Context: an optimization exercise on an open-source flow, tuned for small area, a short achievable clock period and few clock cycles per item. The choices shown serve that exercise and are no tape-out recipe.
Only simulation tests tie the RTL to the original design; equivalence was not proved.

== run A ==
==> flow/design.v (excerpt) <==
module vedic_mult_pipe #(
    parameter int WIDTH = 32
) (
    input  logic              clk,
    input  logic              rst_n,
    input  logic              in_valid,
    output logic              in_ready,
    input  logic [WIDTH-1:0]  in_a,
    input  logic [WIDTH-1:0]  in_b,
    input  logic              in_signed,
    output logic              out_valid,
    input  logic              out_ready,
    output logic [2*WIDTH-1:0] out_p,
    output logic              busy
);
Size in the first run: ~2900 cells after synthesis, roughly 380 flip-flops, roughly 34000 um2 of cells after synthesis.
clock: 11.0 ns
lec_check: 0
cap_margin: 20
core_margin: 2
core_utilization: 60
cts_buf_list: sky130_fd_sc_hd__clkbuf_16
cts_cluster_diameter: 80
cts_cluster_size: 40
place_density: 0.75
slew_margin: 20
synth_hierarchical: 1
standard.sh (not shown) runs the stock make flow with config.mk's settings and CLKGATE_MAP_FILE= SYNTH_SCRIPT=/design/flow/synth_recipe.tcl, a recipe that flattens the netlist after the stock synthesis.
==> flow/flow/run.sh <==
#!/bin/bash
# The standard layout (standard.sh); the only change is that ports are
# buffered with buf_1 instead of the buffer buffer_ports picks by default.
export BUFFER_PORTS_ARGS="-buffer_cell sky130_fd_sc_hd__buf_1"
bash standard.sh > standard.log 2>&1
Testbench counts of run A, summed over its fixed seeds: cycles 16,024, items 16,000.
#### Input delta (run B over run A)
- CTS_CLUSTER_DIAMETER: 80 -> unset
- CTS_CLUSTER_SIZE: 40 -> unset
- CTS_BUF_LIST: sky130_fd_sc_hd__clkbuf_16 -> sky130_fd_sc_hd__clkbuf_8
- TNS_END_PERCENT: unset -> 0
==> flow/flow/run.sh <==
#!/bin/bash
# The standard layout (standard.sh), with two changes to how it is made:
# ports are buffered with buf_1, and ORFS's repair_timing aims for setup slack
# above zero (it repairs against the 11 ns clock the SDC gives).
export BUFFER_PORTS_ARGS="-buffer_cell sky130_fd_sc_hd__buf_1"
export SETUP_SLACK_MARGIN=7.5
bash standard.sh > standard.log 2>&1
[summary]
Reported for run B and run A, adder-cell share of the synthesized area turned out identical to the last digit. Run B vs run A — cell count rose 2.2%. [run B vs run A] critical path arrival: lower in run B. The final reports for run B and run A show relative area change from synthesis to final layout higher in the former. Run A → run B: count of vias placed by the detailed router up 0.39%, clock buffer count in the final layout up 44. Met1 usage in run B vs run A: down 0.43 points. Run B and run A ended up with nearly the same global-route usage.
#### Input delta (run C over run B)
- PLACE_DENSITY now 0.6, was 0.75
- CORE_UTILIZATION now 45, was 60
- CTS_BUF_LIST no longer set, was sky130_fd_sc_hd__clkbuf_8
- TNS_END_PERCENT no longer set, was 0
==> flow/run.sh (new file) <==
#!/bin/bash
# synth_recipe.tcl (not shown) runs the flow's synth.tcl, then flattens the netlist and writes it again
# the make line also repeats each setting of config.mk as NAME=value (left out here)
make -C /OpenROAD-flow-scripts/flow DESIGN_CONFIG=/design/flow/config.mk WORK_HOME=/design/flow/orfs CLKGATE_MAP_FILE= SYNTH_SCRIPT=/design/flow/synth_recipe.tcl finish
removed: flow/flow/run.sh
removed: flow/standard.sh
--- outcome ---
- Compared with run B, run C shows via density per instance that has gone down by a few percent.
- Between run C and run B, the difference in sequential cell area is negligible.
- Looking at source of the critical timing path, the cs1[119] result is from run C; the btwon0[3] one comes from run B.
- The die area number comes out lower for run B vs run C.
[inputs] run D vs run C
- setting GPL_TIMING_DRIVEN to 1 for the first time
- setting CTS_BUF_LIST to sky130_fd_sc_hd__clkbuf_8 for the first time
- changing PLACE_DENSITY from 0.6 to 0.75
- changing CORE_UTILIZATION from 45 to 60
==> flow/flow/run.sh (new file) <==
#!/bin/bash
# The standard layout (standard.sh); the only change is that ports are
# buffered with buf_1 instead of the buffer buffer_ports picks by default.
export BUFFER_PORTS_ARGS="-buffer_cell sky130_fd_sc_hd__buf_1"
bash standard.sh > standard.log 2>&1
==> flow/standard.sh (new file) <==
#!/bin/bash
# synth_recipe.tcl (not shown) runs the flow's synth.tcl, then flattens the netlist and writes it again
# the make line also repeats each setting of config.mk as NAME=value (left out here)
make -C /OpenROAD-flow-scripts/flow DESIGN_CONFIG=/design/flow/config.mk WORK_HOME=/design/flow/orfs CLKGATE_MAP_FILE= SYNTH_SCRIPT=/design/flow/synth_recipe.tcl "${@:-finish}"
removed: flow/run.sh
==> run summary <==
Sort run C and run D by via count of the first global-routing pass asc -> top: run C. Going from run C to run D, the antenna diode count was found to have gone up by 1. Final non-filler cell area, run C and run D: larger value in run C. Per the comparison of run D with run C, clock latency reported for the late side of the worst-skew pair higher; count of non-filler cells in the finished layout decreased 176; layout cell share with drive strength beyond 1 now larger; standard cell core area decreased by about 25% relative to the old numbers. Lower clock tree skew after final layout was reported by run C, not run D. Critical path startpoint = cs1[119]: run C; critical path startpoint = a0n[25]: run D. Taking run C as the reference, in run D total length of routed wires now sits lower, total area of multi-input combinational cells did not really move.
Input changes introduced in run E (baseline for comparison: run D):
- PLACE_DENSITY now 0.6, was 0.75
- CORE_UTILIZATION now 45, was 60
- GPL_TIMING_DRIVEN no longer set, was 1
--- outcome ---
- Detailed placer's ending HPWL ended up 7.7% higher on run E than on run D.
- In the flow results for run E and run D, the worst setup slack before clock tree synthesis is larger on run D.
- NOTE top achievable clock speed run D->run E decreased by a few percent

* * *

Setup of amber:
Starting RTL as in the previous note.
## vedic_mult_pipe
module vedic_mult_pipe #(
    parameter int WIDTH = 32
) (
    input  logic              clk,
    input  logic              rst_n,
    input  logic              in_valid,
    output logic              in_ready,
    input  logic [WIDTH-1:0]  in_a,
    input  logic [WIDTH-1:0]  in_b,
    input  logic              in_signed,
    output logic              out_valid,
    input  logic              out_ready,
    output logic [2*WIDTH-1:0] out_p,
    output logic              busy
);
export LEC_CHECK = 0
export CAP_MARGIN = 20
export CORE_MARGIN = 2
export CORE_UTILIZATION = 60
export CTS_BUF_LIST = sky130_fd_sc_hd__clkbuf_8
export PLACE_DENSITY = 0.75
export SLEW_MARGIN = 20
export SYNTH_HIERARCHICAL = 1
create_clock -name core_clock -period 11.0 [get_ports {clk}]
==> flow/flow/run.sh <==
#!/bin/bash
# The standard layout (standard.sh); the only change is that ports are
# buffered with buf_1 instead of the buffer buffer_ports picks by default.
export BUFFER_PORTS_ARGS="-buffer_cell sky130_fd_sc_hd__buf_1"
bash standard.sh > standard.log 2>&1
Testbench counts of amber, summed over its fixed seeds: cycles 16,024, items 16,000.
Edits applied to the flow inputs when going from amber to cedar:
- CTS_CLUSTER_SIZE now 20, previously not set
- TNS_END_PERCENT now 0, previously not set
==> flow/flow/run.sh <==
#!/bin/bash
# The standard layout (standard.sh), with two changes to how it is made:
# ports are buffered with buf_1, and ORFS's repair_timing aims for setup slack
# above zero (it repairs against the 11 ns clock the SDC gives).
export BUFFER_PORTS_ARGS="-buffer_cell sky130_fd_sc_hd__buf_1"
export SETUP_SLACK_MARGIN=7.9
bash standard.sh > standard.log 2>&1
==> run summary <==
Of amber and cedar, the run reporting the higher routing usage on met1 was cedar.
[compare] base=amber new=cedar: final critical-path required period now smaller.
cs1[68] as the critical path endpoint was reported by amber, and cs1[95] by cedar.
[inputs] tundra vs cedar
- clearing CTS_CLUSTER_SIZE, which used to be 20
diff --git a/flow/flow/run.sh b/flow/flow/run.sh
--- a/flow/flow/run.sh
+++ b/flow/flow/run.sh
@@ -5,3 +5,3 @@
 export BUFFER_PORTS_ARGS="-buffer_cell sky130_fd_sc_hd__buf_1"
-export SETUP_SLACK_MARGIN=7.9
+export SETUP_SLACK_MARGIN=7.35
 bash standard.sh > standard.log 2>&1
Number of global-route vias before repair: tundra vs cedar down 250
cedar has a higher post-layout net count than tundra.
Per the comparison of tundra with cedar, via count decreased about 3.4%, stage delay of the slowest cell on the critical path went down.
NOTE: final cell count in tundra falls short of that of cedar
Setup slack: tundra less than cedar
Side by side, shortest period the worst path allows turned out higher in tundra than in cedar.
a0n[19] as the first element of the critical path was reported by tundra, and bonen0[6] by cedar.
Clock skew: tundra < cedar
tundra: design area 2000 um^2 below cedar
Input-level comparison between maple and tundra:
- CTS_CLUSTER_SIZE: unset -> 20
diff --git a/flow/flow/run.sh b/flow/flow/run.sh
--- a/flow/flow/run.sh
+++ b/flow/flow/run.sh
@@ -5,3 +5,3 @@
 export BUFFER_PORTS_ARGS="-buffer_cell sky130_fd_sc_hd__buf_1"
-export SETUP_SLACK_MARGIN=7.35
+export SETUP_SLACK_MARGIN=7.6
 bash standard.sh > standard.log 2>&1
--- outcome ---
maple: PASS, flow complete, no timing, DRC or antenna violations
tundra -> maple: layout clock buffer count increased slightly
Compared with tundra, in maple core utilization grew by 3.5 points; non-clock buffer count climbed 46.

* * *

vedic_mult_pipe, a different RTL version from the one above (not shown whole).
Size in the first run: roughly 2700 cells after synthesis, roughly 34000 um^2 of cells after synthesis.
Settings: LEC_CHECK=0, CAP_MARGIN=20, CORE_MARGIN=2, CORE_UTILIZATION=65, CTS_BUF_LIST=sky130_fd_sc_hd__clkbuf_8, PLACE_DENSITY=0.85, SLEW_MARGIN=20, SYNTH_HIERARCHICAL=1; clock period 11.0 ns.
run.sh (not shown) runs the stock make flow with config.mk's settings and CLKGATE_MAP_FILE= SYNTH_SCRIPT=/design/flow/synth_recipe.tcl, a recipe that flattens the netlist after the stock synthesis.
Stock flow here: none of the scripts above is used.
The starting point passed the timing, DRC and antenna checks.
Testbench counts at the start, summed over its fixed seeds: cycles 16,024, items 16,000.
Next try:
CORE_UTILIZATION = 45   (was 65)
CTS_BUF_LIST = default   (was sky130_fd_sc_hd__clkbuf_8)
PLACE_DENSITY = 0.6   (was 0.85)
Outcome:
- final cell count is higher by about 6.5%
- global-route usage went down by 13 points
- non-clock buffer count fell by 3
- wire length rose by about 0.5%
- synthesized area stays the same
- utilization falls by 22 points
Next try:
==> flow/flow/run.sh (new file) <==
#!/bin/bash
# The standard layout (standard.sh), with two changes to how it is made:
# ports are buffered with buf_2, and ORFS's repair_timing aims for setup slack
# well above zero (it repairs against the 11 ns clock the SDC gives).
export BUFFER_PORTS_ARGS="-buffer_cell sky130_fd_sc_hd__buf_2"
export SETUP_SLACK_MARGIN=7.4
bash standard.sh > standard.log 2>&1
==> flow/standard.sh (new file) <==
#!/bin/bash
# synth_recipe.tcl (not shown) runs the flow's synth.tcl, then flattens the netlist and writes it again
# the make line also repeats each setting of config.mk as NAME=value (left out here)
make -C /OpenROAD-flow-scripts/flow DESIGN_CONFIG=/design/flow/config.mk WORK_HOME=/design/flow/orfs CLKGATE_MAP_FILE= SYNTH_SCRIPT=/design/flow/synth_recipe.tcl "${@:-finish}"
removed: flow/run.sh
Effect: Wire length goes up by a few percent; setup slack is better by 0.40 ns; worst hold slack is better by 0.0046 ns; core utilization goes up by 3.4 points; synthesized cell count is unchanged; via count goes up by a few percent; non-clock buffer count goes up by 51.

[what the ideal ports hide]
How much do the figures lean on ideal ports? The routed layouts below were timed once more, with nothing changed but the port constraints. Step 1: set_driving_cell puts a clkbuf_16 on clk and a buf_2 on each other input, an assumption about the parent block. Step 2, shift: input delay + t, output delay - t, t = (earliest + latest rising clock arrival at the registers) / 2. This alone moves slack from input paths to output paths. Slacks: ideal ports / drivers / drivers and shift; pairs: ideal ports / drivers.
run	shift t [ns]	slack for setup (ns)	clock arrival spread, ns
run A	0.667	7.179 / 7.179 / 7.179	0.032 / 0.032
run B	0.729	7.462 / 7.462 / 7.462	0.050 / 0.050
run C	0.663	7.140 / 7.140 / 7.062	0.013 / 0.013
run D	0.740	7.188 / 7.188 / 7.188	0.057 / 0.057
run E	0.748	7.055 / 7.055 / 7.055	0.062 / 0.061
amber	0.740	7.188 / 7.188 / 7.188	0.057 / 0.057
cedar	0.742	7.472 / 7.472 / 7.472	0.049 / 0.049
tundra	0.728	7.315 / 7.315 / 7.315	0.048 / 0.049
maple	0.742	7.472 / 7.472 / 7.472	0.049 / 0.049
the first run of note 3	0.715	6.829 / 6.829 / 6.829	0.037 / 0.038
the second run of note 3	0.657	6.802 / 6.802 / 6.802	0.044 / 0.044
the third run of note 3	0.655	7.198 / 7.198 / 7.198	0.029 / 0.029
After both steps setup and hold are still met in every run listed. For run C, which loses most, drivers alone change the setup slack by 0.000 ns; drivers and shift together by -0.078 ns.
